From an optimization exercise on the open Yosys and OpenROAD flow, aimed at small area, a short achievable clock period and few clock cycles per item; shortcuts taken in it are not production practice. In this exercise RTL edits were held to simulation tests only and were not proved equivalent to the original. Power and IR drop assume default switching activity.

**design/flow/design.v**
```verilog
package mcm_pkg;
    localparam int unsigned CW = 32;
    function automatic logic [CW-1:0] coef_row(input logic [5:0] idx);
        logic [CW-1:0] c;
        case (idx)
            6'd0: c = 32'b00000000000000000000000001000000;
            6'd1: c = 32'b00000010000010000000000011000001;
            6'd2: c = 32'b00000010000000000000000101000010;
            6'd3: c = 32'b00001100010001000000010001000010;
            6'd4: c = 32'b00010100001010000000010101000010;
            6'd5: c = 32'b00010100001000000010100001000011;
            6'd6: c = 32'b00010100000010000000100001000100;
            6'd7: c = 32'b00010100000001000000100011000100;
            6'd8: c = 32'b00010100000000000000100101000100;
            6'd9: c = 32'b00010010100010010010101001000101;
            6'd10: c = 32'b00010010100000010101000001000110;
            6'd11: c = 32'b00011000010000010011000001000110;
            6'd12: c = 32'b00100000001000011000000100100110;
            6'd13: c = 32'b00100001001000011000010000100101;
            6'd14: c = 32'b00100000000010011000010100100100;
            6'd15: c = 32'b00100001000000011000100010100100;
            6'd16: c = 32'b00100010000000010100000000100100;
            6'd17: c = 32'b00100100010001010010000000100100;
            6'd18: c = 32'b00100100001010010000000100100100;
            6'd19: c = 32'b00101100001000010010010000100100;
            6'd20: c = 32'b00110100000010010000010000100100;
            6'd21: c = 32'b00110001100000100000100000100011;
            6'd22: c = 32'b00110010100000100101000000100010;
            6'd23: c = 32'b00101001010100100101000100100010;
            6'd24: c = 32'b00100000010010101000000000000010;
            6'd25: c = 32'b00100000010001101000000010000010;
            6'd26: c = 32'b00100000010000101000000100000010;
            6'd27: c = 32'b00011001010000101000010000000010;
            6'd28: c = 32'b00010000001010101000010100000010;
            6'd29: c = 32'b00010000001000101000100010000001;
            6'd30: c = 32'b00010000000010100100000000000000;
            6'd31: c = 32'b00001000000001100100000100000000;
            6'd32: c = 32'b00000100000000000000000000110000;
            6'd33: c = 32'b00000100000000000000000000110000;
            6'd34: c = 32'b01111001100000010000000010110001;
            6'd35: c = 32'b01111001100000010000000010110001;
            6'd36: c = 32'b01110010100010010000000100110010;
            6'd37: c = 32'b01110010100010010000000100110010;
            6'd38: c = 32'b01101010100001010010010000110011;
            6'd39: c = 32'b01101010100001010010010000110011;
            6'd40: c = 32'b01100010100000010000010000110100;
            6'd41: c = 32'b01100010100000010000010000110100;
            6'd42: c = 32'b01011001010100010000010010110101;
            6'd43: c = 32'b01011001010100010000010010110101;
            6'd44: c = 32'b01010000010010010000010100110110;
            6'd45: c = 32'b01010000010010010000010100110110;
            6'd46: c = 32'b01001000010001010010100000110111;
            6'd47: c = 32'b01001000010001010010100000110111;
            6'd48: c = 32'b01000000010000010000100000101000;
            6'd49: c = 32'b01000000010000010000100000101000;
            6'd50: c = 32'b10111001010000010000100010101001;
            6'd51: c = 32'b10111001010000010000100010101001;
            6'd52: c = 32'b10110000001010010000100100101010;
            6'd53: c = 32'b10110000001010010000100100101010;
            6'd54: c = 32'b10101000001001010010101000101011;
            6'd55: c = 32'b10101000001001010010101000101011;
            6'd56: c = 32'b10100000001000010101000000101100;
            6'd57: c = 32'b10100000001000010101000000101100;
            6'd58: c = 32'b10011001001000010101000010101101;
            6'd59: c = 32'b10011001001000010101000010101101;
            6'd60: c = 32'b10010000000010010101000100101110;
            6'd61: c = 32'b10010000000010010101000100101110;
            6'd62: c = 32'b10001000000001010011000000101111;
            6'd63: c = 32'b10001000000001010011000000101111;
            default: c = '0;
        endcase
        coef_row = c;
    endfunction
endpackage
module mcm_lane #(
    parameter int unsigned CW = 32
) (
    input  logic [7:0]    x,
    input  logic [CW-1:0] c,
    output logic [63:0]   y
);
    wire n1;
    wire n2;
    wire n3;
    wire n4;
    wire n5;
    wire n6;
    wire n7;
    wire n8;
    wire n9;
    wire n10;
    wire n11;
    wire n12;
    wire n13;
    wire n14;
    wire n15;
    wire n16;
    wire n17;
    wire n18;
    wire n19;
    wire n20;
    wire n21;
    wire n22;
    wire n23;
    wire n24;
    wire n25;
    wire n26;
    wire n27;
    wire n28;
    wire n29;
    wire n30;
    wire n31;
    wire n32;
    wire n33;
    wire n34;
    wire n35;
    wire n36;
    wire n37;
    wire n38;
    wire n39;
    wire n40;
    wire n41;
    wire n42;
    wire n43;
    wire n44;
    wire n45;
    wire n46;
    wire n47;
    wire n48;
    wire n49;
    wire n50;
    wire n51;
    wire n52;
    wire n53;
    wire n54;
    wire n55;
    wire n56;
    wire n57;
    wire n58;
    wire n59;
    wire n60;
    wire n61;
    wire n62;
    wire n63;
    wire n64;
    wire n65;
    wire n69;
    wire n70;
    wire n71;
    wire n72;
    wire n73;
    wire n74;
    wire n75;
    wire n76;
    wire n77;
    wire n78;
    wire n79;
    wire n80;
    wire n81;
    wire n82;
    wire n83;
    wire n84;
    wire n85;
    wire n86;
    wire n87;
    wire n88;
    wire n89;
    wire n90;
    wire n91;
    wire n92;
    wire n93;
    wire n94;
    wire n95;
    wire n96;
    wire n97;
    wire n98;
    wire n99;
    wire n100;
    wire n101;
    wire n102;
    wire n103;
    wire n104;
    wire n105;
    wire n106;
    wire n107;
    wire n108;
    wire n109;
    wire n110;
    wire n111;
    wire n112;
    wire n113;
    wire n114;
    wire n115;
    wire n116;
    wire n117;
    wire n118;
    wire n119;
    wire n120;
    wire n121;
    wire n122;
    wire n123;
    wire n124;
    wire n125;
    wire n126;
    wire n127;
    wire n128;
    wire n129;
    wire n130;
    wire n131;
    wire n132;
    wire n133;
    wire n134;
    wire n135;
    wire n136;
    wire n137;
    wire n138;
    wire n139;
    wire n140;
    wire n141;
    wire n142;
    wire n143;
    wire n144;
    wire n145;
    wire n146;
    wire n147;
    wire n148;
    wire n149;
    wire n150;
    wire n151;
    wire n152;
    wire n153;
    wire n157;
    wire n158;
    wire n159;
    wire n160;
    wire n161;
    wire n162;
    wire n163;
    wire n164;
    wire n165;
    wire n166;
    wire n167;
    wire n168;
    wire n169;
    wire n170;
    wire n171;
    wire n172;
    wire n173;
    wire n174;
    wire n175;
    wire n176;
    wire n177;
    wire n178;
    wire n179;
    wire n180;
    wire n181;
    wire n182;
    wire n183;
    wire n184;
    wire n185;
    wire n186;
    wire n187;
    wire n188;
    wire n189;
    wire n190;
    wire n191;
    wire n192;
    wire n193;
    wire n194;
    wire n195;
    wire n196;
    wire n197;
    wire n198;
    wire n199;
    wire n200;
    wire n201;
    wire n202;
    wire n203;
    wire n204;
    wire n205;
    wire n206;
    wire n207;
    wire n208;
    wire n209;
    wire n210;
    wire n211;
    wire n212;
    wire n213;
    wire n214;
    wire n215;
    wire n216;
    wire n217;
    wire n218;
    wire n219;
    wire n220;
    wire n221;
    wire n222;
    wire n223;
    wire n224;
    wire n225;
    wire n226;
    wire n227;
    wire n228;
    wire n229;
    wire n230;
    wire n231;
    wire n232;
    wire n233;
    wire n234;
    wire n235;
    wire n236;
    wire n237;
    wire n238;
    wire n239;
    wire n240;
    wire n241;
    wire n245;
    wire n246;
    wire n247;
    wire n248;
    wire n249;
    wire n250;
    wire n251;
    wire n252;
    wire n253;
    wire n254;
    wire n255;
    wire n256;
    wire n257;
    wire n258;
    wire n259;
    wire n260;
    wire n261;
    wire n262;
    wire n263;
    wire n264;
    wire n265;
    wire n266;
    wire n267;
    wire n268;
    wire n269;
    wire n270;
    wire n271;
    wire n272;
    wire n273;
    wire n274;
    wire n275;
    wire n276;
    wire n277;
    wire n278;
    wire n279;
    wire n280;
    wire n281;
    wire n282;
    wire n283;
    wire n284;
    wire n285;
    wire n286;
    wire n287;
    wire n288;
    wire n289;
    wire n290;
    wire n291;
    wire n292;
    wire n293;
    wire n294;
    wire n295;
    wire n296;
    wire n297;
    wire n298;
    wire n299;
    wire n300;
    wire n301;
    wire n302;
    wire n303;
    wire n304;
    wire n305;
    wire n306;
    wire n307;
    wire n308;
    wire n309;
    assign n1 = ~((c[0] & x[0]));
    assign n2 = ~((c[0] & x[1]));
    assign n3 = ~((c[0] & x[2]));
    assign n4 = ~((c[0] & x[3]));
    assign n5 = ~((c[0] & x[4]));
    assign n6 = ~((c[0] & x[5]));
    assign n7 = ~((c[0] & x[6]));
    assign n8 = ~((c[0] & x[7]));
    assign n9 = ~((c[1] & x[0]));
    assign n10 = ~((c[1] & x[1]));
    assign n11 = ~((c[1] & x[2]));
    assign n12 = ~((c[1] & x[3]));
    assign n13 = ~((c[1] & x[4]));
    assign n14 = ~((c[1] & x[5]));
    assign n15 = ~((c[1] & x[6]));
    assign n16 = ~((c[1] & x[7]));
    assign n17 = ~((c[2] & x[0]));
    assign n18 = ~((c[2] & x[1]));
    assign n19 = ~((c[2] & x[2]));
    assign n20 = ~((c[2] & x[3]));
    assign n21 = ~((c[2] & x[4]));
    assign n22 = ~((c[2] & x[5]));
    assign n23 = ~((c[2] & x[6]));
    assign n24 = ~((c[2] & x[7]));
    assign n25 = (c[3] & x[0]);
    assign n26 = (c[3] & x[1]) | (c[4] & x[0]);
    assign n27 = (c[3] & x[2]) | (c[4] & x[1]);
    assign n28 = (c[3] & x[3]) | (c[4] & x[2]);
    assign n29 = (c[3] & x[4]) | (c[4] & x[3]);
    assign n30 = (c[3] & x[5]) | (c[4] & x[4]);
    assign n31 = (c[3] & x[6]) | (c[4] & x[5]);
    assign n32 = (c[3] & x[7]) | (c[4] & x[6]);
    assign n33 = (c[4] & x[7]);
    assign n34 = n3 ^ n10;
    assign n35 = n3 & n10;
    assign n36 = n4 ^ n11 ^ n18;
    assign n37 = (n4 & n11) | (n18 & (n4 ^ n11));
    assign n38 = n5 ^ n12 ^ n19;
    assign n39 = (n5 & n12) | (n19 & (n5 ^ n12));
    assign n40 = n6 ^ n13 ^ n20;
    assign n41 = (n6 & n13) | (n20 & (n6 ^ n13));
    assign n42 = n7 ^ n14 ^ n21;
    assign n43 = (n7 & n14) | (n21 & (n7 ^ n14));
    assign n44 = n8 ^ n15 ^ n22;
    assign n45 = (n8 & n15) | (n22 & (n8 ^ n15));
    assign n46 = n16 ^ n23 ^ n30;
    assign n47 = (n16 & n23) | (n30 & (n16 ^ n23));
    assign n48 = n2 ^ n9;
    assign n49 = n2 & n9;
    assign n50 = n34 ^ n17 ^ 1'b1;
    assign n51 = (n34 & n17) | (1'b1 & (n34 ^ n17));
    assign n52 = n35 ^ n36 ^ n25;
    assign n53 = (n35 & n36) | (n25 & (n35 ^ n36));
    assign n54 = n37 ^ n38 ^ n26;
    assign n55 = (n37 & n38) | (n26 & (n37 ^ n38));
    assign n56 = n39 ^ n40 ^ n27;
    assign n57 = (n39 & n40) | (n27 & (n39 ^ n40));
    assign n58 = n41 ^ n42 ^ n28;
    assign n59 = (n41 & n42) | (n28 & (n41 ^ n42));
    assign n60 = n43 ^ n44 ^ n29;
    assign n61 = (n43 & n44) | (n29 & (n43 ^ n44));
    assign n62 = n45 ^ n46 ^ 1'b1;
    assign n63 = (n45 & n46) | (1'b1 & (n45 ^ n46));
    assign n64 = n47 ^ n24 ^ n31;
    assign n65 = (n47 & n24) | (n31 & (n47 ^ n24));
    wire [12:0] n66 = {1'b1, n33, n65, n63, n61, n59, n57, n55, n53, n51, n49, n48, n1};
    wire [12:0] n67 = {1'b0, 1'b1, n32, n64, n62, n60, n58, n56, n54, n52, n50, 1'b1, 1'b0};
    wire [12:0] n68 = ~((~n66) - n67 - 13'd1);
    assign y[15:0] = {{3{n68[12]}}, n68};
    assign n69 = (c[5] & x[0]);
    assign n70 = (c[5] & x[1]) | (c[6] & x[0]);
    assign n71 = (c[5] & x[2]) | (c[6] & x[1]);
    assign n72 = (c[5] & x[3]) | (c[6] & x[2]);
    assign n73 = (c[5] & x[4]) | (c[6] & x[3]);
    assign n74 = (c[5] & x[5]) | (c[6] & x[4]);
    assign n75 = (c[5] & x[6]) | (c[6] & x[5]);
    assign n76 = (c[5] & x[7]) | (c[6] & x[6]);
    assign n77 = (c[6] & x[7]);
    assign n78 = ~((c[7] & x[0]));
    assign n79 = ~((c[7] & x[1]) | (c[8] & x[0]));
    assign n80 = ~((c[7] & x[2]) | (c[8] & x[1]) | (c[9] & x[0]));
    assign n81 = ~((c[7] & x[3]) | (c[8] & x[2]) | (c[9] & x[1]));
    assign n82 = ~((c[7] & x[4]) | (c[8] & x[3]) | (c[9] & x[2]));
    assign n83 = ~((c[7] & x[5]) | (c[8] & x[4]) | (c[9] & x[3]));
    assign n84 = ~((c[7] & x[6]) | (c[8] & x[5]) | (c[9] & x[4]));
    assign n85 = ~((c[7] & x[7]) | (c[8] & x[6]) | (c[9] & x[5]));
    assign n86 = ~((c[8] & x[7]) | (c[9] & x[6]));
    assign n87 = ~((c[9] & x[7]));
    assign n88 = ~((c[10] & x[0]));
    assign n89 = ~((c[10] & x[1]) | (c[11] & x[0]));
    assign n90 = ~((c[10] & x[2]) | (c[11] & x[1]) | (c[12] & x[0]));
    assign n91 = ~((c[10] & x[3]) | (c[11] & x[2]) | (c[12] & x[1]));
    assign n92 = ~((c[10] & x[4]) | (c[11] & x[3]) | (c[12] & x[2]));
    assign n93 = ~((c[10] & x[5]) | (c[11] & x[4]) | (c[12] & x[3]));
    assign n94 = ~((c[10] & x[6]) | (c[11] & x[5]) | (c[12] & x[4]));
    assign n95 = ~((c[10] & x[7]) | (c[11] & x[6]) | (c[12] & x[5]));
    assign n96 = ~((c[11] & x[7]) | (c[12] & x[6]));
    assign n97 = ~((c[12] & x[7]));
    assign n98 = (c[13] & x[0]);
    assign n99 = (c[13] & x[1]);
    assign n100 = (c[13] & x[2]) | (c[14] & x[0]);
    assign n101 = (c[13] & x[3]) | (c[14] & x[1]);
    assign n102 = (c[13] & x[4]) | (c[14] & x[2]) | (c[15] & x[0]);
    assign n103 = (c[13] & x[5]) | (c[14] & x[3]) | (c[15] & x[1]);
    assign n104 = (c[13] & x[6]) | (c[14] & x[4]) | (c[15] & x[2]);
    assign n105 = (c[13] & x[7]) | (c[14] & x[5]) | (c[15] & x[3]);
    assign n106 = (c[14] & x[6]) | (c[15] & x[4]);
    assign n107 = (c[14] & x[7]) | (c[15] & x[5]);
    assign n108 = (c[15] & x[6]);
    assign n109 = (c[15] & x[7]);
    assign n110 = n80 ^ n88;
    assign n111 = n80 & n88;
    assign n112 = n81 ^ n89;
    assign n113 = n81 & n89;
    assign n114 = n82 ^ n90;
    assign n115 = n82 & n90;
    assign n116 = n69 ^ n83 ^ n91;
    assign n117 = (n69 & n83) | (n91 & (n69 ^ n83));
    assign n118 = n70 ^ n84 ^ n92;
    assign n119 = (n70 & n84) | (n92 & (n70 ^ n84));
    assign n120 = n71 ^ n85 ^ n93;
    assign n121 = (n71 & n85) | (n93 & (n71 ^ n85));
    assign n122 = n72 ^ n86 ^ n94;
    assign n123 = (n72 & n86) | (n94 & (n72 ^ n86));
    assign n124 = n73 ^ n87 ^ n95;
    assign n125 = (n73 & n87) | (n95 & (n73 ^ n87));
    assign n126 = n74 ^ n96 ^ n108;
    assign n127 = (n74 & n96) | (n108 & (n74 ^ n96));
    assign n128 = n75 ^ n97 ^ n109;
    assign n129 = (n75 & n97) | (n109 & (n75 ^ n97));
    assign n130 = n110 ^ n100;
    assign n131 = n110 & n100;
    assign n132 = n111 ^ n112 ^ n101;
    assign n133 = (n111 & n112) | (n101 & (n111 ^ n112));
    assign n134 = n113 ^ n114 ^ n102;
    assign n135 = (n113 & n114) | (n102 & (n113 ^ n114));
    assign n136 = n115 ^ n116 ^ n103;
    assign n137 = (n115 & n116) | (n103 & (n115 ^ n116));
    assign n138 = n117 ^ n118 ^ n104;
    assign n139 = (n117 & n118) | (n104 & (n117 ^ n118));
    assign n140 = n119 ^ n120 ^ n105;
    assign n141 = (n119 & n120) | (n105 & (n119 ^ n120));
    assign n142 = n121 ^ n122 ^ n106;
    assign n143 = (n121 & n122) | (n106 & (n121 ^ n122));
    assign n144 = n123 ^ n124 ^ n107;
    assign n145 = (n123 & n124) | (n107 & (n123 ^ n124));
    assign n146 = n125 ^ n126 ^ 1'b1;
    assign n147 = (n125 & n126) | (1'b1 & (n125 ^ n126));
    assign n148 = n127 ^ n128 ^ 1'b1;
    assign n149 = (n127 & n128) | (1'b1 & (n127 ^ n128));
    assign n150 = n129 ^ n76;
    assign n151 = n129 & n76;
    assign n152 = n77 ^ 1'b1;
    assign n153 = n77 & 1'b1;
    wire [13:0] n154 = {n151, n149, n147, n145, n143, n141, n139, n137, n135, n133, n131, n130, n79, n78};
    wire [13:0] n155 = {n152, n150, n148, n146, n144, n142, n140, n138, n136, n134, n132, 1'b1, n99, n98};
    wire [13:0] n156 = ~((~n154) - n155 - 14'd1);
    assign y[31:16] = {2'd0, n156};
    assign n157 = (c[16] & x[0]);
    assign n158 = (c[16] & x[1]) | (c[17] & x[0]);
    assign n159 = (c[16] & x[2]) | (c[17] & x[1]);
    assign n160 = (c[16] & x[3]) | (c[17] & x[2]);
    assign n161 = (c[16] & x[4]) | (c[17] & x[3]);
    assign n162 = (c[16] & x[5]) | (c[17] & x[4]);
    assign n163 = (c[16] & x[6]) | (c[17] & x[5]);
    assign n164 = (c[16] & x[7]) | (c[17] & x[6]);
    assign n165 = (c[17] & x[7]);
    assign n166 = ~((c[18] & x[0]));
    assign n167 = ~((c[18] & x[1]) | (c[19] & x[0]));
    assign n168 = ~((c[18] & x[2]) | (c[19] & x[1]) | (c[20] & x[0]));
    assign n169 = ~((c[18] & x[3]) | (c[19] & x[2]) | (c[20] & x[1]));
    assign n170 = ~((c[18] & x[4]) | (c[19] & x[3]) | (c[20] & x[2]));
    assign n171 = ~((c[18] & x[5]) | (c[19] & x[4]) | (c[20] & x[3]));
    assign n172 = ~((c[18] & x[6]) | (c[19] & x[5]) | (c[20] & x[4]));
    assign n173 = ~((c[18] & x[7]) | (c[19] & x[6]) | (c[20] & x[5]));
    assign n174 = ~((c[19] & x[7]) | (c[20] & x[6]));
    assign n175 = ~((c[20] & x[7]));
    assign n176 = ~((c[21] & x[0]));
    assign n177 = ~((c[21] & x[1]) | (c[22] & x[0]));
    assign n178 = ~((c[21] & x[2]) | (c[22] & x[1]) | (c[23] & x[0]));
    assign n179 = ~((c[21] & x[3]) | (c[22] & x[2]) | (c[23] & x[1]));
    assign n180 = ~((c[21] & x[4]) | (c[22] & x[3]) | (c[23] & x[2]));
    assign n181 = ~((c[21] & x[5]) | (c[22] & x[4]) | (c[23] & x[3]));
    assign n182 = ~((c[21] & x[6]) | (c[22] & x[5]) | (c[23] & x[4]));
    assign n183 = ~((c[21] & x[7]) | (c[22] & x[6]) | (c[23] & x[5]));
    assign n184 = ~((c[22] & x[7]) | (c[23] & x[6]));
    assign n185 = ~((c[23] & x[7]));
    assign n186 = (c[24] & x[0]);
    assign n187 = (c[24] & x[1]);
    assign n188 = (c[24] & x[2]) | (c[25] & x[0]);
    assign n189 = (c[24] & x[3]) | (c[25] & x[1]);
    assign n190 = (c[24] & x[4]) | (c[25] & x[2]) | (c[26] & x[0]);
    assign n191 = (c[24] & x[5]) | (c[25] & x[3]) | (c[26] & x[1]);
    assign n192 = (c[24] & x[6]) | (c[25] & x[4]) | (c[26] & x[2]);
    assign n193 = (c[24] & x[7]) | (c[25] & x[5]) | (c[26] & x[3]);
    assign n194 = (c[25] & x[6]) | (c[26] & x[4]);
    assign n195 = (c[25] & x[7]) | (c[26] & x[5]);
    assign n196 = (c[26] & x[6]);
    assign n197 = (c[26] & x[7]);
    assign n198 = n168 ^ n176;
    assign n199 = n168 & n176;
    assign n200 = n169 ^ n177;
    assign n201 = n169 & n177;
    assign n202 = n170 ^ n178;
    assign n203 = n170 & n178;
    assign n204 = n157 ^ n171 ^ n179;
    assign n205 = (n157 & n171) | (n179 & (n157 ^ n171));
    assign n206 = n158 ^ n172 ^ n180;
    assign n207 = (n158 & n172) | (n180 & (n158 ^ n172));
    assign n208 = n159 ^ n173 ^ n181;
    assign n209 = (n159 & n173) | (n181 & (n159 ^ n173));
    assign n210 = n160 ^ n174 ^ n182;
    assign n211 = (n160 & n174) | (n182 & (n160 ^ n174));
    assign n212 = n161 ^ n175 ^ n183;
    assign n213 = (n161 & n175) | (n183 & (n161 ^ n175));
    assign n214 = n162 ^ n184 ^ n196;
    assign n215 = (n162 & n184) | (n196 & (n162 ^ n184));
    assign n216 = n163 ^ n185 ^ n197;
    assign n217 = (n163 & n185) | (n197 & (n163 ^ n185));
    assign n218 = n198 ^ n188;
    assign n219 = n198 & n188;
    assign n220 = n199 ^ n200 ^ n189;
    assign n221 = (n199 & n200) | (n189 & (n199 ^ n200));
    assign n222 = n201 ^ n202 ^ n190;
    assign n223 = (n201 & n202) | (n190 & (n201 ^ n202));
    assign n224 = n203 ^ n204 ^ n191;
    assign n225 = (n203 & n204) | (n191 & (n203 ^ n204));
    assign n226 = n205 ^ n206 ^ n192;
    assign n227 = (n205 & n206) | (n192 & (n205 ^ n206));
    assign n228 = n207 ^ n208 ^ n193;
    assign n229 = (n207 & n208) | (n193 & (n207 ^ n208));
    assign n230 = n209 ^ n210 ^ n194;
    assign n231 = (n209 & n210) | (n194 & (n209 ^ n210));
    assign n232 = n211 ^ n212 ^ n195;
    assign n233 = (n211 & n212) | (n195 & (n211 ^ n212));
    assign n234 = n213 ^ n214 ^ 1'b1;
    assign n235 = (n213 & n214) | (1'b1 & (n213 ^ n214));
    assign n236 = n215 ^ n216 ^ 1'b1;
    assign n237 = (n215 & n216) | (1'b1 & (n215 ^ n216));
    assign n238 = n217 ^ n164;
    assign n239 = n217 & n164;
    assign n240 = n165 ^ 1'b1;
    assign n241 = n165 & 1'b1;
    wire [13:0] n242 = {n239, n237, n235, n233, n231, n229, n227, n225, n223, n221, n219, n218, n167, n166};
    wire [13:0] n243 = {n240, n238, n236, n234, n232, n230, n228, n226, n224, n222, n220, 1'b1, n187, n186};
    wire [13:0] n244 = ~((~n242) - n243 - 14'd1);
    assign y[47:32] = {2'd0, n244};
    assign n245 = ~((c[27] & x[0]));
    assign n246 = ~((c[27] & x[1]));
    assign n247 = ~((c[27] & x[2]));
    assign n248 = ~((c[27] & x[3]));
    assign n249 = ~((c[27] & x[4]));
    assign n250 = ~((c[27] & x[5]));
    assign n251 = ~((c[27] & x[6]));
    assign n252 = ~((c[27] & x[7]));
    assign n253 = ~((c[28] & x[0]));
    assign n254 = ~((c[28] & x[1]));
    assign n255 = ~((c[28] & x[2]));
    assign n256 = ~((c[28] & x[3]));
    assign n257 = ~((c[28] & x[4]));
    assign n258 = ~((c[28] & x[5]));
    assign n259 = ~((c[28] & x[6]));
    assign n260 = ~((c[28] & x[7]));
    assign n261 = ~((c[29] & x[0]));
    assign n262 = ~((c[29] & x[1]));
    assign n263 = ~((c[29] & x[2]));
    assign n264 = ~((c[29] & x[3]));
    assign n265 = ~((c[29] & x[4]));
    assign n266 = ~((c[29] & x[5]));
    assign n267 = ~((c[29] & x[6]));
    assign n268 = ~((c[29] & x[7]));
    assign n269 = (c[30] & x[0]);
    assign n270 = (c[30] & x[1]) | (c[31] & x[0]);
    assign n271 = (c[30] & x[2]) | (c[31] & x[1]);
    assign n272 = (c[30] & x[3]) | (c[31] & x[2]);
    assign n273 = (c[30] & x[4]) | (c[31] & x[3]);
    assign n274 = (c[30] & x[5]) | (c[31] & x[4]);
    assign n275 = (c[30] & x[6]) | (c[31] & x[5]);
    assign n276 = (c[30] & x[7]) | (c[31] & x[6]);
    assign n277 = (c[31] & x[7]);
    assign n278 = n247 ^ n254;
    assign n279 = n247 & n254;
    assign n280 = n248 ^ n255 ^ n262;
    assign n281 = (n248 & n255) | (n262 & (n248 ^ n255));
    assign n282 = n249 ^ n256 ^ n263;
    assign n283 = (n249 & n256) | (n263 & (n249 ^ n256));
    assign n284 = n250 ^ n257 ^ n264;
    assign n285 = (n250 & n257) | (n264 & (n250 ^ n257));
    assign n286 = n251 ^ n258 ^ n265;
    assign n287 = (n251 & n258) | (n265 & (n251 ^ n258));
    assign n288 = n252 ^ n259 ^ n266;
    assign n289 = (n252 & n259) | (n266 & (n252 ^ n259));
    assign n290 = n260 ^ n267 ^ n274;
    assign n291 = (n260 & n267) | (n274 & (n260 ^ n267));
    assign n292 = n246 ^ n253;
    assign n293 = n246 & n253;
    assign n294 = n278 ^ n261 ^ 1'b1;
    assign n295 = (n278 & n261) | (1'b1 & (n278 ^ n261));
    assign n296 = n279 ^ n280 ^ n269;
    assign n297 = (n279 & n280) | (n269 & (n279 ^ n280));
    assign n298 = n281 ^ n282 ^ n270;
    assign n299 = (n281 & n282) | (n270 & (n281 ^ n282));
    assign n300 = n283 ^ n284 ^ n271;
    assign n301 = (n283 & n284) | (n271 & (n283 ^ n284));
    assign n302 = n285 ^ n286 ^ n272;
    assign n303 = (n285 & n286) | (n272 & (n285 ^ n286));
    assign n304 = n287 ^ n288 ^ n273;
    assign n305 = (n287 & n288) | (n273 & (n287 ^ n288));
    assign n306 = n289 ^ n290 ^ 1'b1;
    assign n307 = (n289 & n290) | (1'b1 & (n289 ^ n290));
    assign n308 = n291 ^ n268 ^ n275;
    assign n309 = (n291 & n268) | (n275 & (n291 ^ n268));
    wire [12:0] n310 = {1'b1, n277, n309, n307, n305, n303, n301, n299, n297, n295, n293, n292, n245};
    wire [12:0] n311 = {1'b0, 1'b1, n276, n308, n306, n304, n302, n300, n298, n296, n294, 1'b1, 1'b0};
    wire [12:0] n312 = ~((~n310) - n311 - 13'd1);
    assign y[63:48] = {{3{n312[12]}}, n312};
endmodule
import mcm_pkg::*;
module mcm_pipe (
    input  logic         clk,
    input  logic         rst,
    input  logic         in_valid,
    output logic         in_ready,
    input  logic [31:0]  in_x,
    input  logic [4:0]   in_frac,
    input  logic         in_mode,
    output logic         out_valid,
    input  logic         out_ready,
    output logic [255:0] out_y
);
    localparam int unsigned NB = 54;
    logic                    sk_valid;
    logic [31:0]             sk_x;
    logic [5:0]              sk_idx;
    logic                    s1_valid;
    logic                    s2_valid;
    logic                    s1_load;
    logic                    s2_load;
    logic [31:0]             src_x;
    logic [5:0]              src_idx;
    logic [31:0]             x_q;
    logic [mcm_pkg::CW-1:0]  c_q;
    logic [63:0]             y_c [4];
    logic [NB-1:0]           r_q [4];
    assign in_ready  = !sk_valid;
    assign s2_load   = !s2_valid || out_ready;
    assign s1_load   = !s1_valid || s2_load;
    assign out_valid = s2_valid;
    assign src_x     = sk_valid ? sk_x   : in_x;
    assign src_idx   = sk_valid ? sk_idx : {in_mode, in_frac};
    always_ff @(posedge clk) begin
        if (rst) begin
            sk_valid <= 1'b0;
            s1_valid <= 1'b0;
            s2_valid <= 1'b0;
        end else begin
            if (sk_valid) begin
                if (s1_load) sk_valid <= 1'b0;
            end else begin
                if (!s1_load) sk_valid <= in_valid;
            end
            if (s1_load) s1_valid <= sk_valid || in_valid;
            if (s2_load) s2_valid <= s1_valid;
        end
    end
    always_ff @(posedge clk) begin
        if (!sk_valid) begin
            sk_x   <= in_x;
            sk_idx <= {in_mode, in_frac};
        end
    end
    always_ff @(posedge clk) begin
        if (s1_load) begin
            x_q <= src_x;
            c_q <= mcm_pkg::coef_row(src_idx);
        end
    end
    for (genvar ch = 0; ch < 4; ch++) begin : g_lane
        mcm_lane #(.CW(mcm_pkg::CW)) u_lane (.x(x_q[ch*8 +: 8]), .c(c_q), .y(y_c[ch]));
        always_ff @(posedge clk) begin
            if (s2_load) r_q[ch] <= {y_c[ch][60:48], y_c[ch][45:32], y_c[ch][29:16], y_c[ch][12:0]};
        end
        assign out_y[ch*64 +: 64] = {{{3{r_q[ch][53]}}, r_q[ch][53:41]}, {2'd0, r_q[ch][40:27]}, {2'd0, r_q[ch][26:13]}, {{3{r_q[ch][12]}}, r_q[ch][12:0]}};
    end
endmodule
```
**design/flow/flow/run.sh**
```bash
#!/bin/bash
set -euo pipefail
cd "$(dirname "$0")/.."
export BUFFER_PORTS_ARGS="-buffer_cell sky130_fd_sc_hd__buf_1"
export SETUP_SLACK_MARGIN=6.0
bash standard.sh > standard_flow.log 2>&1
```
**design/flow/standard.sh**
```bash
#!/bin/bash
# synth_recipe.tcl (not shown) runs the flow's synth.tcl, then flattens the netlist and writes it again
# the make line also repeats each setting of config.mk as NAME=value (left out here)
make -C /OpenROAD-flow-scripts/flow DESIGN_CONFIG=/design/flow/config.mk WORK_HOME=/design/flow/orfs CLKGATE_MAP_FILE= SYNTH_SCRIPT=/design/flow/synth_recipe.tcl "${@:-finish}"
```
**design/flow/config.mk**
```make
export PLATFORM = sky130hd
export DESIGN_NAME = mcm_pipe
export DESIGN_NICKNAME = mcm_pipe
export VERILOG_FILES = /design/flow/design.v
export SDC_FILE = /design/flow/constraint.sdc
export NUM_CORES = 4
export LEC_CHECK = 0
export CAP_MARGIN = 20
export CORE_MARGIN = 2
export CORE_UTILIZATION = 40
export SLEW_MARGIN = 20
```
**design/flow/constraint.sdc**
```tcl
create_clock -name core_clock -period 10.0 [get_ports {clk}]
set_input_delay 2.0000 -clock core_clock [delete_from_list [all_inputs] [get_ports {clk}]]
set_output_delay 2.0000 -clock core_clock [all_outputs]
set_load 0.01 [all_outputs]
```
==> flow_metrics.py, run 1 <==
metrics = {
    "synth": {
        "yosys.cell_types.count": 90,
        "synth_flop_cell": "edfxtp_1",
        "synthCells": 3058,
        "synth_seq_cells": 321,
        "yosysWarnings": 4,
        "synth_area_sq_um": 30300,
        "synth_edf_count": 280,
        "async_flop_share_pct": 0,
        "synth.yosys.seq_area_share_pct": 30.5,
        "avgSynthCellArea_sq_um": 9.90,
    },
    "timing": {
        "report.final.slew_viol_count": 0,
        "slew_headroom_pct": 36.7,
        "fmax_mhz": 261,
        "final_hold_viol_count": 0,
        "fin_crit_ns": 3.83,
        "timing.final.ws_setup_ns": 6.17,
        "clock_skew_ns": 0.0200,
        "tightest_slew_ns": 0.949,
        "setup_viol": 0,
        "rsz0062_at_grt": "true",
        "period_share_pct": 38.3,
        "tns_ns": 0,
    },
    "clock_tree": {
        "tritoncts": "yes",
        "holdBufCountCts": 0,
        "clkLatencyLatePin_ns": 0.59,
        "path_clk_slew_ns": 0.06,
        "cts.sinks": 321,
        "cts_buffer_depth": 3,
        "htreeDepth": 2,
        "clockRootBuffer": "clkbuf_16",
        "cts_buffers": 41,
    },
    "worst_setup_path": {
        "end_kind": "primary output",
        "critPathArrivalTime_ns": 1.83,
        "cp-start-kind": "flip-flop",
        "path_max_fanout": 45,
        "crit_type": "flip-flop to primary output",
        "required_ns": 8.00,
    },
    "power_and_ir_drop": {
        "comb_power_share_pct": 56.4,
        "p_per_area_nw_per_um2": 267,
        "vdd_drop_max_v": 0.000131,
        "switching_power_uw": 3870,
        "seqPwrFrac_pct": 26.5,
        "p_leak_uw": 0.0144,
        "switching_share_pct": 42.8,
        "p_total_uw": 9040,
        "power_frac_clock_pct": 17.0,
        "internal_power_uw": 5170,
    },
    "die": {
        "dieArea_sq_um": 77900,
        "start_util_pct": 40.5,
        "io_pins": 300,
        "core_area_sq_um": 74700,
        "dieHeight_um": 279,
        "std_cell_rows": 100,
        "fp.dieW_um": 279,
    },
    "flow_run": {
        "maxCapViolCount": 0,
    },
    "placement": {
        "dp_hpwl_um": 57000,
        "port_buffers": 283,
        "placed_cells": 4137,
        "gp_congestion": 0.908,
        "place_ws_ns": 5.64,
    },
    "drt": {
        "routedWlPerCell_um": 19.2,
        "vias": 24000,
        "drt-initial-drc-count": 2703,
        "routed_wl_um": 81400,
        "drc": 0,
        "drtPass1Iterations": 13,
        "routed_via_density": 5.65,
        "ant_nets": 0,
    },
    "global_routing": {
        "grt_max_degree": 148,
        "grt.total_usage_pct": 20.5,
        "grt_overflow_total": 0,
        "antenna_found_initial": 1,
        "grt_pass1_wl_um": 128000,
        "grt_pass1_vias": 22600,
    },
    "layout": {
        "finalNonFillerCells": 4242,
        "diodes": 0,
        "layout_commonest_cell": "inv_1",
        "mostFrequentLayoutCells": "inv_1, nand2_1, buf_1",
        "layout-drive-gt1-share_pct": 8.04,
        "fin_nets": 3783,
        "area_growth_pct": 11.6,
    },
    "run_status": {
        "outcome": "complete, no violations",
    },
    "hold_path": {
        "hold_path_class": "flip-flop to flip-flop",
    },
}
==> final timing paths <==
path	to	slack, ns	cells past startpoint	start
worst max-delay path	in_ready	6.17	3	sk_valid$_SDFF_PP0_
worst min-delay path	sk_x[10]$_DFF_P_	0.47	1	sk_x[10]$_DFF_P_
worst max register to register	r_q[0][38]$_DFFE_PP_	6.19	12	x_q[2]$_DFFE_PN_
worst min register to register	sk_x[10]$_DFF_P_	0.47	1	sk_x[10]$_DFF_P_
==> power by group through the flow <==
stage	logic, uW	registers, uW	clock network, uW
floorplan	3540	2580	0
global placement	4980	2470	0
detailed placement	5020	2460	0
CTS	5080	2420	1590
global route	5760	2450	1630
finish	5100	2400	1540
==> kinds of logic (layout without fill, tap and decap cells) <==
kind of cell	count (synthesis)	in the layout	synth area share, %
multiplexers	42	42	1.62
AND/OR/NAND/NOR	659	659	10.1
flip-flops	321	321	30.5
XOR/XNOR	157	157	4.54
other	1	16	0.0124
AO/OA/AOI/OAI	776	776	19.2
adder cells (fa/ha/maj)	501	501	26.1
buffers and inverters	601	801	8.03
==> cells in the mapped netlist (all sizes together), types with 11 or more instances <==
library cell	number	area share (%)
xor2	82	2.4
o31ai	13	0.34
nand3	41	0.68
a22oi	52	1.3
o21ai	101	1.7
a21o	53	1.3
edfxtp	280	28
o21bai	18	0.45
nor2	89	1.1
ha	285	12
clkbuf	196	2.4
a31oi	23	0.50
dfxtp	41	2.7
or2	15	0.31
mux2	33	1.2
o211ai	15	0.39
a22o	128	3.7
nor3	44	0.74
a222oi	128	4.2
nand2b	20	0.41
inv	346	4.3
and2	76	1.6
fa	216	14
buf	59	1.3
nand2	318	4.0
xnor2	75	2.2
a21oi	153	2.6
o21a	11	0.27
==> final cells by class <==
class / count / area (sq um)
fillers: 7142 / 40900
multi-input cells: 2151 / 18800
flip-flops and latches: 321 / 9230
repair buffers: 379 / 1900
inverters: 346 / 1300
well taps: 969 / 1210
clock buffers: 48 / 1100
clock inverters: 28 / 305
==> worst max-delay path, cell delays in order, from the launching register on <==
cell and delay (ns):
dfxtp_2 0.31, buf_4 0.53, inv_1 0.18, buf_1 0.18
==> state kept, by name, indices dropped and copies added (netlist names) <==
name	cells
c_q	32
r_q	216
s1_valid	1
s2_valid	1
sk_idx	6
sk_valid	1
sk_x	32
x_q	32
==> metal layers <==
metal | track usage [%] | part of all wire [%] | vias to the layer above
li1 | - | - | 11300
met1 | 29.9 | 46 | 11800
met2 | 31.9 | 45 | 858
met3 | 2.95 | 6.8 | 79
met4 | 4.62 | 1.7 | 0
met5 | 0 | 0 | -
==> stage by stage <==
step	utilization [%]	hold WS (ns)	area (sq um)
after floorplan	-	0.440	30300
final	45.3	0.470	33800
after CTS	45.0	0.474	33600
after global placement	42.8	0.454	32000
after detailed placement	42.9	0.459	32000
after global routing	45.3	0.492	33800
==> repair_timing <==
action / 4_1_cts / 5_1_grt
endpoints found under the setup margin: 28 / 18
setup buffers: 20 / 9
pin swaps: 0 / 13
gates resized for setup: 0 / 30
Testbench counts, summed over its fixed seeds: cycles 9,616, items 9,600.
==> run 2: changes to the inputs <==
==> design/flow/flow/run.sh (replaced) <==
#!/bin/bash
set -euo pipefail
cd "$(dirname "$0")/.."
export BUFFER_PORTS_ARGS="-buffer_cell sky130_fd_sc_hd__buf_1"
export SETUP_SLACK_MARGIN=6.6
bash standard.sh > standard_flow.log 2>&1
==> flow_metrics.py, run 2 <==
metrics = {
    "run_status": {
        "outcome": "complete, no violations",
    },
    "power_and_ir_drop": {
        "p_per_area_nw_per_um2": 289,
        "vdd_drop_max_v": 0.000147,
        "p_leak_uw": 0.0157,
    },
    "clock_tree": {
        "clkLatencyLatePin_ns": 0.60,
        "cts_buffer_depth": 3,
        "cts_buffers": 40,
        "cts.sinks": 321,
        "holdBufCountCts": 0,
        "htreeDepth": 2,
        "path_clk_slew_ns": 0.06,
        "clockRootBuffer": "clkbuf_16",
        "tritoncts": "yes",
    },
    "global_routing": {
        "grt_overflow_total": 0,
        "grt_pass1_wl_um": 135000,
        "grt.total_usage_pct": 21.7,
        "antenna_found_initial": 5,
        "grt_pass1_vias": 23700,
        "grt_max_degree": 71,
    },
    "timing": {
        "rsz0062_at_grt": "true",
        "period_share_pct": 37.8,
        "slew_headroom_pct": 36.0,
        "fin_crit_ns": 3.78,
        "tightest_slew_ns": 0.960,
        "timing.final.ws_setup_ns": 6.22,
        "setup_viol": 0,
        "report.final.slew_viol_count": 0,
        "final_hold_viol_count": 0,
        "clock_skew_ns": 0.0316,
        "fmax_mhz": 265,
        "tns_ns": 0,
    },
    "synth": {
        "synth_flop_cell": "edfxtp_1",
        "synthMuxAreaShare_pct": 1.62,
        "yosysTopAreaCellShare_pct": 27.8,
        "synthCells": 3058,
        "synth_compound_gate_area_share_pct": 19.2,
        "synth_fa_ha_area_share_pct": 26.1,
        "synth_edf_count": 280,
        "synth.yosys.seq_area_share_pct": 30.5,
        "synth_seq_cells": 321,
        "yosysTopAreaCell": "edfxtp_1",
        "synth_area_sq_um": 30300,
        "yosys.cell_types.count": 90,
        "yosysWarnings": 4,
        "avgSynthCellArea_sq_um": 9.90,
        "synth_top_family_by_area": "adder cells",
        "synth_simple_gate_area_share_pct": 10.1,
        "ys_top_cells_by_count": "inv_1, nand2_1, ha_1",
        "synth.most_common_cell": "inv_1",
        "async_flop_share_pct": 0,
        "synth_top_cells_by_area": "edfxtp_1, fa_1, ha_1",
        "synth-xor-area-share_pct": 4.54,
    },
    "worst_setup_path": {
        "crit_chain": "buf_6 -> buf_8 -> a222oi_1 -> fa_1 -> inv_1 -> fa_1 -> ha_4 -> a211o_1 -> a31oi_4 -> o31ai_4 -> nor3_2 -> nor2_2 -> o41a_1",
        "reg2reg_to": "r_q[0][26]$_DFFE_PP_",
        "cp_common_cell": "fa_1",
        "cpPeakStageDelay_ns": 0.48,
        "crit_type": "flip-flop to flip-flop",
        "end_kind": "flip-flop",
        "path_max_fanout": 7,
        "rrSetupSlack_ns": 6.22,
        "critPathLaunch": "c_q[12]$_DFFE_PN_",
        "required_ns": 10.31,
        "r2r-start": "c_q[12]$_DFFE_PN_",
        "cp-start-kind": "flip-flop",
        "crit_slowest_cell": "fa_1",
        "critPathArrivalTime_ns": 4.09,
        "endpoint": "r_q[0][26]$_DFFE_PP_",
        "reg2regPathDepth": 13,
    },
    "layout": {
        "largest_register": "r_q",
        "area_growth_pct": 25.5,
        "mostFrequentLayoutCells": "inv_1, nand2_1, buf_1",
        "fin_nets": 3945,
        "layout-drive-gt1-share_pct": 20.9,
        "layout_commonest_cell": "inv_1",
        "largest_reg_flops": 216,
    },
    "die": {
        "std_cell_rows": 100,
        "io_pins": 300,
        "dieArea_sq_um": 77900,
        "start_util_pct": 40.5,
        "fp.dieW_um": 279,
        "core_area_sq_um": 74700,
        "dieHeight_um": 279,
    },
    "drt": {
        "routed_wl_um": 90600,
        "drt-initial-drc-count": 2871,
        "ant_nets": 0,
        "routedWlPerCell_um": 20.6,
        "drc": 0,
        "vias": 25300,
        "drtPass1Iterations": 14,
        "routed_via_density": 5.75,
    },
    "flow_run": {
        "maxCapViolCount": 0,
    },
    "placement": {
        "place_ws_ns": 5.75,
        "port_buffers": 283,
        "dp_hpwl_um": 55800,
        "gp_congestion": 0.856,
    },
    "hold_path": {
        "hold_path_class": "flip-flop to flip-flop",
    },
}
==> run 2: area by class of cell <==
type	instances	area [sq um]
antenna	2	5.00
timing repair inverter	1	5.00
fill	6678	36700
tap	969	1210
clock buffer	52	1090
inverter	346	1310
sequential	321	9230
clock inverter	22	245
timing repair buffer	539	3910
multi-input combinational	2153	21000
==> run 2: how the worst min path moves through the flow <==
stage,from,endpoint,cells past startpoint
2_1_floorplan,s1_valid$_SDFFE_PP0N_,s2_valid$_SDFFE_PP0P_,2
3_3_place_gp,sk_x[16]$_DFF_P_,sk_x[16]$_DFF_P_,1
3_5_place_dp,sk_x[31]$_DFF_P_,sk_x[31]$_DFF_P_,1
4_1_cts,sk_x[31]$_DFF_P_,sk_x[31]$_DFF_P_,1
5_1_grt,sk_x[19]$_DFF_P_,sk_x[19]$_DFF_P_,1
6_report,sk_x[16]$_DFF_P_,sk_x[16]$_DFF_P_,1
==> run 2: repair_timing <==
action	in CTS	in global routing
pin swaps	150	240
endpoints found under the setup margin	175	199
setup buffers	70	102
resized for setup	253	278
gates cloned	13	5
==> run 2: power breakdown <==
part / total, uW / internal [uW] / switching (uW)
Clock: 1510 / 879 / 631
Sequential: 2390 / 2200 / 198
Combinational: 7080 / 3280 / 3800
==> run 2: routing by layer <==
metal / vias to the layer above / track usage, % / share of wire [%]
met4: 2 / 7.36 / 3.1
met5: - / 0 / 0.013
met1: 12500 / 30.2 / 43
met2: 1034 / 34.1 / 46
li1: 11600 / - / -
met3: 154 / 3.87 / 7.3
==> run 2: cell families (layout without fill, tap and decap cells) <==
group / count (synthesis) / after routing
and+or+nand+nor: 659 / 659
other: 1 / 18
xor gates and xnor gates: 157 / 157
adders and majority gates: 501 / 501
buffers and inverters: 601 / 960
DFF: 321 / 321
muxes: 42 / 44
AOI/OAI and AO/OA: 776 / 776
==> run 2: worst max-delay path, delay by kind of cell, from the launching register on <==
| kind | cells | cell delay (ns) |
|---|---|---|
| and+or+nand+nor | 2 | 0.31 |
| adders and majority gates | 3 | 1.12 |
| buffers and inverters | 3 | 0.38 |
| DFF | 1 | 0.41 |
| AOI/OAI and AO/OA | 5 | 1.28 |
==> run 2: through the flow <==
| stage | total power, uW | std cells | hold slack [ns] | area, sq um | util [%] |
|---|---|---|---|---|---|
| floorplan | 6310 | 3073 | 0.440 | 30800 | - |
| finish | 11000 | 4405 | 0.469 | 38000 | 50.9 |
| CTS | 10100 | 4295 | 0.474 | 35800 | 48.0 |
| detailed placement | 7660 | 4138 | 0.461 | 32300 | 43.2 |
| global placement | 7630 | 4138 | 0.452 | 32300 | 43.2 |
| global route | 11800 | 4403 | 0.483 | 38000 | 50.9 |
==> run 3: changes to the inputs <==
==> design/flow/flow/run.sh (replaced) <==
#!/bin/bash
set -euo pipefail
cd "$(dirname "$0")/.."
export BUFFER_PORTS_ARGS="-buffer_cell sky130_fd_sc_hd__buf_1"
export SETUP_SLACK_MARGIN=6.3
bash standard.sh > standard_flow.log 2>&1
--- a/design/flow/config.mk
+++ b/design/flow/config.mk
@@ -9,3 +9,3 @@
 export CORE_MARGIN = 2
-export CORE_UTILIZATION = 40
+export CORE_UTILIZATION = 55
 export SLEW_MARGIN = 20
==> flow_metrics.py, run 3 <==
metrics = {
    "run_status": {
        "outcome": "complete, no violations",
    },
    "timing": {
        "clock_skew_ns": 0.0256,
        "tns_ns": 0,
        "setup_viol": 0,
        "rsz0062_at_grt": "true",
        "report.final.slew_viol_count": 0,
        "fin_crit_ns": 3.78,
        "holdWs_ns": 0.472,
        "slew_headroom_pct": 33.7,
        "period_share_pct": 37.8,
        "fmax_mhz": 264,
        "tightest_slew_ns": 0.995,
        "final_hold_viol_count": 0,
    },
    "worst_setup_path": {
        "cp_common_cell": "fa_1",
        "crit_type": "flip-flop to flip-flop",
        "crit_buf_inv": 2,
        "crit_chain": "buf_12 -> a222oi_1 -> fa_1 -> inv_1 -> fa_1 -> ha_2 -> a211o_1 -> a31oi_2 -> o31ai_4 -> nor3_2 -> nor2_1 -> o41a_1",
        "required_ns": 10.31,
        "critPathArrivalTime_ns": 4.09,
        "crit_family": "compound AO/OA/AOI/OAI gates",
        "path_max_fanout": 16,
        "crit_slowest_cell": "a222oi_1",
        "end_kind": "flip-flop",
        "cpPeakStageDelay_ns": 0.47,
        "cp-start-kind": "flip-flop",
    },
    "clock_tree": {
        "clkLatencyLatePin_ns": 0.57,
        "cts_buffer_depth": 3,
        "holdBufCountCts": 0,
        "cts_buffers": 36,
        "htreeDepth": 2,
        "clockRootBuffer": "clkbuf_16",
        "path_clk_slew_ns": 0.06,
        "tritoncts": "yes",
        "cts.sinks": 321,
    },
    "layout": {
        "largest_register": "r_q",
        "layout-drive-gt1-share_pct": 12.8,
        "fin_nets": 3856,
        "layout_commonest_cell": "inv_1",
        "largest_reg_flops": 216,
        "finalNonFillerCells": 4042,
        "area_growth_pct": 16.0,
        "diodes": 0,
        "mostFrequentLayoutCells": "inv_1, nand2_1, buf_1",
        "fillers": 4511,
    },
    "die": {
        "core_area_sq_um": 54800,
        "io_pins": 300,
        "start_util_pct": 55.3,
        "std_cell_rows": 86,
        "fp.dieW_um": 239,
        "dieArea_sq_um": 56900,
        "dieHeight_um": 239,
    },
    "synth": {
        "ys_top_cells_by_count": "inv_1, nand2_1, ha_1",
        "synth_flop_cell": "edfxtp_1",
        "yosysWarnings": 4,
        "avgSynthCellArea_sq_um": 9.90,
        "synth_seq_cells": 321,
        "synth_edf_count": 280,
        "yosys.cell_types.count": 90,
        "yosysTopAreaCell": "edfxtp_1",
        "synth_top_cells_by_area": "edfxtp_1, fa_1, ha_1",
        "synth-xor-area-share_pct": 4.54,
        "synth.yosys.seq_area_share_pct": 30.5,
        "synth.most_common_cell": "inv_1",
        "synth_area_sq_um": 30300,
        "synthCells": 3058,
        "synth_simple_gate_area_share_pct": 10.1,
        "async_flop_share_pct": 0,
        "synth_compound_gate_area_share_pct": 19.2,
        "yosysTopAreaCellShare_pct": 27.8,
        "synth_fa_ha_area_share_pct": 26.1,
        "synthMuxAreaShare_pct": 1.62,
        "synth_top_family_by_area": "adder cells",
    },
    "drt": {
        "ant_nets": 0,
        "drtPass1Iterations": 12,
        "routedWlPerCell_um": 20.9,
        "drt-initial-drc-count": 2439,
        "routed_via_density": 6.17,
        "vias": 24900,
        "drc": 0,
        "routed_wl_um": 84700,
    },
    "power_and_ir_drop": {
        "comb_power_share_pct": 61.4,
        "switching_power_uw": 4040,
        "power_frac_clock_pct": 13.9,
        "seqPwrFrac_pct": 24.7,
        "vdd_drop_max_v": 0.000200,
        "switching_share_pct": 42.0,
        "p_per_area_nw_per_um2": 274,
        "p_leak_uw": 0.0149,
        "internal_power_uw": 5570,
    },
    "placement": {
        "placed_cells": 3873,
        "port_buffers": 283,
        "gp_congestion": 0.911,
        "dp_hpwl_um": 56100,
    },
    "global_routing": {
        "grt.total_usage_pct": 28.3,
        "grt_overflow_total": 0,
        "antenna_found_initial": 0,
        "grt_max_degree": 75,
        "grt_pass1_wl_um": 129000,
        "grt_pass1_vias": 24100,
    },
    "hold_path": {
        "hold_path_class": "flip-flop to flip-flop",
    },
    "flow_run": {
        "maxCapViolCount": 0,
    },
}
==> run 3: stage by stage <==
step	setup WS [ns]	instance area (sq um)	utilization [%]	power [uW]
final	6.22	35100	64.1	9610
after global routing	6.01	35100	64.1	10400
after CTS	6.24	33700	61.6	9030
after detailed placement	5.45	31700	57.9	7400
after global placement	5.53	31700	57.8	7300
after floorplan	4.26	30400	-	6120
==> run 3: layer usage <==
layer  wire, um  vias up  global-route usage, %  part of all wire, %
li1           -    11400                      -                    -
met1      36000    12400                   39.4                   42
met2      40000     1003                   46.1                   47
met3       6570      135                   4.06                  7.8
met4       2100        0                   8.07                  2.5
met5          0        -                      0                    0
==> run 3: cells by family (layout without fill, tap and decap cells) <==
family,count (synthesis),count (layout)
AO/OA/AOI/OAI,776,776
XOR/XNOR,157,157
adder cells (fa/ha/maj),501,501
buffers and inverters,601,866
flip-flops,321,321
multiplexers,42,42
other,1,16
AND/OR/NAND/NOR,659,659
==> run 3: timing repair <==
item | in CTS | in global routing
pin swaps | 41 | 132
setup buffers | 50 | 44
endpoints found under the setup margin | 142 | 69
gates cloned | 2 | 10
endpoints found under the hold margin | 0 | 0
resized for setup | 66 | 167
==> run 3: worst register-to-register path, cell delays in order (launching register included) <==
cell,delay [ns]
edfxtp_1,0.43
buf_12,0.19
a222oi_1,0.48
fa_1,0.47
inv_1,0.09
fa_1,0.43
ha_2,0.24
a211o_1,0.28
a31oi_2,0.21
o31ai_4,0.09
nor3_2,0.15
nor2_1,0.09
o41a_1,0.37
==> run 3: cell type report <==
| class | instances | area (sq um) | area share [%] |
|---|---|---|---|
| flip-flops and latches | 321 | 9230 | 26.3 |
| repair buffers | 457 | 2970 | 8.45 |
| inverters | 346 | 1300 | 3.71 |
| well taps | 704 | 881 | 2.51 |
| clock buffers | 44 | 972 | 2.77 |
| clock inverters | 19 | 201 | 0.574 |
| multi-input cells | 2151 | 19600 | 55.7 |
==> run 3: power groups by stage <==
stage / Sequential, uW / Clock (uW) / Combinational, uW
floorplan: 2580 / 0 / 3540
global placement: 2430 / 0 / 4870
detailed placement: 2430 / 0 / 4970
global route: 2410 / 1420 / 6530
finish: 2370 / 1330 / 5900
CTS: 2380 / 1370 / 5280
==> run 3: worst paths after layout <==
path,from,to,slack (ns),cells past startpoint
min,sk_x[25]$_DFF_P_,sk_x[25]$_DFF_P_,0.47,1
max,x_q[1]$_DFFE_PN_,r_q[0][26]$_DFFE_PP_,6.22,12
min reg2reg,sk_x[25]$_DFF_P_,sk_x[25]$_DFF_P_,0.47,1
max reg2reg,x_q[1]$_DFFE_PN_,r_q[0][26]$_DFFE_PP_,6.22,12
==> run 4: changes to the inputs <==
==> design/flow/flow/run.sh (replaced) <==
#!/bin/bash
set -euo pipefail
cd "$(dirname "$0")/.."
export BUFFER_PORTS_ARGS="-buffer_cell sky130_fd_sc_hd__buf_1"
export SETUP_SLACK_MARGIN=6.0
bash standard.sh > standard_flow.log 2>&1
--- a/design/flow/config.mk
+++ b/design/flow/config.mk
@@ -9,3 +9,5 @@
 export CORE_MARGIN = 2
-export CORE_UTILIZATION = 55
+export CORE_UTILIZATION = 40
+export CTS_CLUSTER_DIAMETER = 100
+export CTS_CLUSTER_SIZE = 30
 export SLEW_MARGIN = 20
==> flow_metrics.py, run 4 <==
metrics = {
    "run_status": {
        "outcome": "complete, no violations",
    },
    "global_routing": {
        "use_met1_pct": 29.6,
        "grt.total_usage_pct": 20.3,
        "grt_pass1_wl_um": 127000,
        "met3_usage_pct": 3.05,
        "grt_pass1_vias": 22500,
        "antenna_found_initial": 0,
        "gr-usage-met2_pct": 31.6,
        "grt_max_degree": 148,
        "busiest_layer": "met2",
        "grt_overflow_total": 0,
    },
    "worst_setup_path": {
        "cp-start-kind": "flip-flop",
        "r2r-start": "x_q[18]$_DFFE_PN_",
        "crit_type": "flip-flop to primary output",
        "rrSetupSlack_ns": 6.21,
        "reg2reg_to": "r_q[2][38]$_DFFE_PP_",
        "crit_chain": "buf_4 -> inv_1 -> buf_1",
        "required_ns": 8.00,
        "end_kind": "primary output",
        "cpPeakStageDelay_ns": 0.52,
        "path_max_fanout": 45,
        "crit_slowest_cell": "buf_4",
        "critPathArrivalTime_ns": 1.80,
        "reg2regPathDepth": 12,
        "critPathLaunch": "sk_valid$_SDFF_PP0_",
    },
    "drt": {
        "drt-initial-drc-count": 2678,
        "routed_wl_um": 80900,
        "routed_via_density": 5.66,
        "routedWlPerCell_um": 19.2,
        "drtPass1Iterations": 11,
        "drc": 0,
        "vias": 23800,
        "ant_nets": 0,
    },
    "placement": {
        "dp_hpwl_um": 57000,
        "placed_area_sq_um": 32000,
        "port_buffers": 283,
        "gp_congestion": 0.908,
    },
    "timing": {
        "rsz0062_at_grt": "true",
        "clock_skew_ns": 0.0317,
        "fmax_mhz": 263,
        "period_share_pct": 38.0,
        "holdWs_ns": 0.485,
        "tns_ns": 0,
        "slew_headroom_pct": 37.2,
        "tightest_slew_ns": 0.942,
        "fin_crit_ns": 3.80,
        "report.final.slew_viol_count": 0,
        "setup_viol": 0,
        "final_hold_viol_count": 0,
    },
    "die": {
        "dieArea_sq_um": 77900,
        "std_cell_rows": 100,
        "start_util_pct": 40.5,
        "core_area_sq_um": 74700,
        "dieHeight_um": 279,
        "io_pins": 300,
        "fp.dieW_um": 279,
    },
    "layout": {
        "final_area_sq_um": 33200,
        "area_growth_pct": 9.63,
        "layout_commonest_cell": "inv_1",
        "fillers": 7178,
        "mostFrequentLayoutCells": "inv_1, nand2_1, buf_1",
        "layout-drive-gt1-share_pct": 7.20,
        "fin_nets": 3764,
        "largest_register": "r_q",
        "largest_reg_flops": 216,
        "diodes": 0,
    },
    "synth": {
        "yosysWarnings": 4,
        "yosysTopAreaCellShare_pct": 27.8,
        "synth.yosys.seq_area_share_pct": 30.5,
        "synth_top_cells_by_area": "edfxtp_1, fa_1, ha_1",
        "async_flop_share_pct": 0,
        "ys_top_cells_by_count": "inv_1, nand2_1, ha_1",
        "synth_flop_cell": "edfxtp_1",
        "synthCells": 3058,
        "yosysTopAreaCell": "edfxtp_1",
        "yosys.cell_types.count": 90,
        "synth_edf_count": 280,
        "synth_area_sq_um": 30300,
        "avgSynthCellArea_sq_um": 9.90,
        "synth.most_common_cell": "inv_1",
        "synth_seq_cells": 321,
    },
    "hold_path": {
        "hold_path_class": "flip-flop to flip-flop",
        "whs_endpoint": "sk_x[10]$_DFF_P_",
        "hold_path.startpoint": "sk_x[10]$_DFF_P_",
        "whs_path_depth": 1,
    },
    "clock_tree": {
        "clockRootBuffer": "clkbuf_16",
        "cts_buffer_depth": 3,
        "htreeDepth": 1,
        "cts.sinks": 321,
        "tritoncts": "yes",
        "holdBufCountCts": 0,
        "cts_buffers": 20,
        "path_clk_slew_ns": 0.11,
        "clkLatencyLatePin_ns": 0.59,
    },
    "flow_run": {
        "maxCapViolCount": 0,
    },
    "power_and_ir_drop": {
        "p_leak_uw": 0.0141,
        "vdd_drop_max_v": 0.000154,
        "p_per_area_nw_per_um2": 256,
    },
}
## run 4: cell counts after synthesis
No cell type changed its count.
## run 4: how the worst max path moves through the flow
stage / slack [ns] / depth (start not counted) / to
after floorplan: 4.26 / 2 / r_q[0][0]$_DFFE_PP_
after global placement: 5.71 / 11 / r_q[1][26]$_DFFE_PP_
after detailed placement: 5.64 / 10 / c_q[28]$_DFFE_PN_
after CTS: 6.04 / 12 / r_q[2][38]$_DFFE_PP_
after global routing: 5.95 / 12 / r_q[2][38]$_DFFE_PP_
final: 6.20 / 3 / in_ready
## run 4: logic make-up after synthesis
group                    share of synthesized area, %
buffers and inverters                            8.03
flip-flops                                       30.5
XOR/XNOR                                         4.54
AND/OR/NAND/NOR                                  10.1
multiplexers                                     1.62
adder cells (fa/ha/maj)                          26.1
other                                          0.0124
AO/OA/AOI/OAI                                    19.2
## run 4: power by group
group / switching, uW / internal, uW / leakage [uW]
registers: 203 / 2190 / 0.00335
clock network: 565 / 429 / 0.000364
logic: 3030 / 2080 / 0.0104
## run 4: routing by layer
metal | vias up | wire length (um)
met1 | 11600 | 36900
met2 | 879 | 36500
li1 | 11200 | -
met3 | 81 | 6180
met4 | 0 | 1390
met5 | - | 0
## run 4: area by class of cell
type                       count  area (sq um)  area share [%]
multi-input combinational   2151         18800            56.5
inverter                     346          1300            3.92
tap                          969          1210            3.65
clock buffer                  21           526            1.58
clock inverter                15           230           0.694
timing repair buffer         381          1930            5.80
sequential                   321          9230            27.8
## run 4: repair_timing
action,in CTS,in global routing
hold endpoints to repair,0,0
pin swaps,0,16
setup endpoints to repair,29,21
gates resized for setup,0,33
setup buffers,23,8
## run 4: critical path, delay by kind of cell (launching register included)
| kind | cells | cell delay [ns] |
|---|---|---|
| flip-flops | 1 | 0.32 |
| buffers and inverters | 3 | 0.88 |
## run 4: metrics by stage
| step | worst slack (ns) | cells | power (uW) | utilization, % |
|---|---|---|---|---|
| floorplan | 4.26 | 3073 | 6120 | - |
| global placement | 5.71 | 4136 | 7450 | 42.8 |
| detailed placement | 5.64 | 4137 | 7480 | 42.9 |
| CTS | 6.04 | 4196 | 8530 | 44.2 |
| global route | 5.95 | 4204 | 9290 | 44.4 |
| finish | 6.20 | 4204 | 8500 | 44.4 |
==> run 5: changes to the inputs <==
--- a/design/flow/design.v
+++ b/design/flow/design.v
@@ -723,2 +723,3 @@
     logic [mcm_pkg::CW-1:0]  c_q;
+    logic [mcm_pkg::CW-1:0]  c_qn;    
     logic [63:0]             y_c [4];
@@ -756,2 +757,3 @@
             c_q <= mcm_pkg::coef_row(src_idx);
+            c_qn <= ~mcm_pkg::coef_row(src_idx);
         end
@@ -759,3 +761,3 @@
     for (genvar ch = 0; ch < 4; ch++) begin : g_lane
-        mcm_lane #(.CW(mcm_pkg::CW)) u_lane (.x(x_q[ch*8 +: 8]), .c(c_q), .y(y_c[ch]));
+        mcm_lane #(.CW(mcm_pkg::CW)) u_lane (.x(x_q[ch*8 +: 8]), .c((ch < 2) ? c_q : ~c_qn), .y(y_c[ch]));
         always_ff @(posedge clk) begin
==> design/flow/flow/run.sh (replaced) <==
#!/bin/bash
set -euo pipefail
cd "$(dirname "$0")/.."
export BUFFER_PORTS_ARGS="-buffer_cell sky130_fd_sc_hd__buf_2"
bash standard.sh > standard_flow.log 2>&1
--- a/design/flow/config.mk
+++ b/design/flow/config.mk
@@ -10,4 +10,3 @@
 export CORE_UTILIZATION = 40
-export CTS_CLUSTER_DIAMETER = 100
-export CTS_CLUSTER_SIZE = 30
+export SETUP_SLACK_MARGIN = 5
 export SLEW_MARGIN = 20
==> flow_metrics.py, run 5 <==
metrics = {
    "clock_tree": {
        "tritoncts": "yes",
        "holdBufCountCts": 0,
        "cts_buffer_depth": 3,
        "clkLatencyLatePin_ns": 0.59,
        "htreeDepth": 2,
        "cts.sinks": 353,
        "cts_resized": 0,
        "clockRootBuffer": "clkbuf_16",
        "cts_buffers": 42,
        "path_clk_slew_ns": 0.06,
    },
    "worst_setup_path": {
        "end_kind": "flip-flop",
        "cp_common_cell": "fa_1",
        "crit_buf_inv": 2,
        "path_max_fanout": 23,
        "required_ns": 10.31,
        "crit_chain": "clkinv_1 -> o22ai_1 -> fa_1 -> inv_1 -> fa_1 -> ha_1 -> nand2_1 -> o31ai_1 -> o21ai_0 -> a311oi_1 -> a221oi_1",
        "critPathArrivalTime_ns": 5.06,
        "crit_type": "flip-flop to flip-flop",
        "cp-start-kind": "flip-flop",
        "crit_slowest_cell": "edfxtp_1",
        "crit_family": "compound AO/OA/AOI/OAI gates",
        "cpPeakStageDelay_ns": 0.95,
    },
    "layout": {
        "final_util_pct": 44.9,
        "fin_nets": 3744,
        "fillers": 7400,
        "multi_input_area_sq_um": 18100,
        "regArea_sq_um": 10200,
        "diodes": 0,
        "mostFrequentLayoutCells": "inv_1, edfxtp_1, ha_1, buf_2, nand2_1",
        "area_growth_pct": 11.0,
        "layout-drive-gt1-share_pct": 13.4,
        "largest_reg_flops": 216,
        "final_area_sq_um": 34200,
        "layout_commonest_cell": "inv_1",
        "largest_register": "r_q",
        "finalNonFillerCells": 4265,
    },
    "power_and_ir_drop": {
        "power_frac_clock_pct": 16.7,
        "vdd_drop_max_v": 0.000166,
        "switching_power_uw": 3690,
        "seqPwrFrac_pct": 29.6,
        "p_per_area_nw_per_um2": 260,
        "comb_power_share_pct": 53.7,
        "internal_power_uw": 5190,
        "p_leak_uw": 0.0152,
        "switching_share_pct": 41.5,
    },
    "timing": {
        "fin_crit_ns": 4.75,
        "final_hold_viol_count": 0,
        "rsz0062_at_grt": "false",
        "tightest_slew_ns": 1.08,
        "setup_viol": 0,
        "holdWs_ns": 0.470,
        "tns_ns": 0,
        "period_share_pct": 47.5,
        "clock_skew_ns": 0.0300,
        "report.final.slew_viol_count": 0,
        "fmax_mhz": 210,
        "slew_headroom_pct": 27.8,
    },
    "die": {
        "core_area_sq_um": 76100,
        "io_pins": 300,
        "std_cell_rows": 101,
        "dieHeight_um": 282,
        "fp.dieW_um": 282,
        "dieArea_sq_um": 79300,
        "start_util_pct": 40.5,
    },
    "drt": {
        "ant_nets": 0,
        "drc": 0,
        "drt-initial-drc-count": 2663,
        "routed_wl_um": 83700,
        "routedWlPerCell_um": 19.6,
        "vias": 23700,
        "drtPass1Iterations": 10,
        "routed_via_density": 5.55,
    },
    "synth": {
        "yosysTopAreaCellShare_pct": 30.4,
        "yosys.cell_types.count": 74,
        "synth_top_cells_by_area": "edfxtp_1, fa_1, ha_1",
        "synth_flop_cell": "edfxtp_1",
        "async_flop_share_pct": 0,
        "yosysWarnings": 4,
        "synthCells": 3049,
        "ys_top_cells_by_count": "inv_1, edfxtp_1, ha_1",
        "avgSynthCellArea_sq_um": 10.1,
        "synth.yosys.seq_area_share_pct": 33.1,
        "synth.most_common_cell": "inv_1",
        "yosysTopAreaCell": "edfxtp_1",
        "synth_edf_count": 312,
        "synth_seq_cells": 353,
        "synth_area_sq_um": 30800,
    },
    "placement": {
        "placed_area_sq_um": 32800,
        "port_buffers": 283,
        "placed_cells": 4187,
        "gp_congestion": 0.888,
        "dp_hpwl_um": 60100,
    },
    "global_routing": {
        "grt_pass1_vias": 23100,
        "grt_pass1_wl_um": 131000,
        "grt.total_usage_pct": 20.9,
        "antenna_found_initial": 4,
        "grt_max_degree": 142,
        "grt_overflow_total": 0,
    },
    "hold_path": {
        "hold_path_class": "flip-flop to flip-flop",
    },
    "run_status": {
        "outcome": "complete, no violations",
    },
    "flow_run": {
        "maxCapViolCount": 0,
    },
}
==> run 5: cell types whose count changed after synthesis, moves of 15 or more <==
cell and change:
nand2b_1 +86, edfxtp_1 +32, buf_1 +15, a22o_1 -60
o21a_1 +24, o22ai_1 +70, nor3_1 -19, and2_1 -31
nand2_1 -84, inv_1 +64, nor2_1 +40, a21oi_1 -23
clkbuf_1 -43
==> run 5: worst paths after layout <==
kind                startpoint                   end  slack, ns  cells after the start
min reg2reg   sk_x[30]$_DFF_P_      sk_x[30]$_DFF_P_       0.47                      1
max reg2reg  x_q[26]$_DFFE_PN_  r_q[3][40]$_DFFE_PP_       5.25                     11
min           sk_x[30]$_DFF_P_      sk_x[30]$_DFF_P_       0.47                      1
max          x_q[26]$_DFFE_PN_  r_q[3][40]$_DFFE_PP_       5.25                     11
==> run 5: power groups by stage <==
stage	sequential [uW]	clock (uW)	combinational [uW]
CTS	2640	1530	4800
detailed placement	2660	0	4760
global placement	2670	0	4740
finish	2630	1480	4770
global route	2680	1580	5380
floorplan	2740	0	3250
==> run 5: final cells by class <==
cell class,count,area share (%)
flip-flops and latches,353,29.8
well taps,1030,3.77
clock buffers,50,3.19
repair buffers,318,5.01
clock inverters,26,0.626
multi-input cells,2075,53.1
inverters,413,4.55
==> run 5: logic make-up after synthesis <==
logic type / count (synthesis) / synth area share [%]
AO/OA/AOI/OAI: 728 / 17.2
buffers and inverters: 636 / 8.31
AND/OR/NAND/NOR: 632 / 9.88
adder cells (fa/ha/maj): 499 / 25.5
flip-flops: 353 / 33.1
XOR/XNOR: 161 / 4.58
multiplexers: 39 / 1.48
other: 1 / 0.0122
==> run 5: per-layer routing <==
| layer | vias up | track usage [%] | part of all wire [%] |
|---|---|---|---|
| met5 | - | 0 | 0.035 |
| met4 | 4 | 5.82 | 2.2 |
| met3 | 115 | 3.38 | 7.9 |
| met2 | 932 | 32.9 | 45 |
| met1 | 11500 | 29.8 | 45 |
| li1 | 11100 | - | - |
==> run 5: stage by stage <==
stage,total power (uW),worst slack (ns)
finish,8880,5.25
CTS,8960,5.26
detailed placement,7420,5.27
floorplan,5990,4.26
global placement,7410,5.45
global route,9630,5.06
==> run 5: repair_timing <==
item / in CTS / in global routing
endpoints found under the setup margin: 0 / 1
hold endpoints to repair: 0 / 0
buffers inserted: 0 / 1
Testbench counts of run 5, summed over its fixed seeds: cycles 9,616, items 9,600.
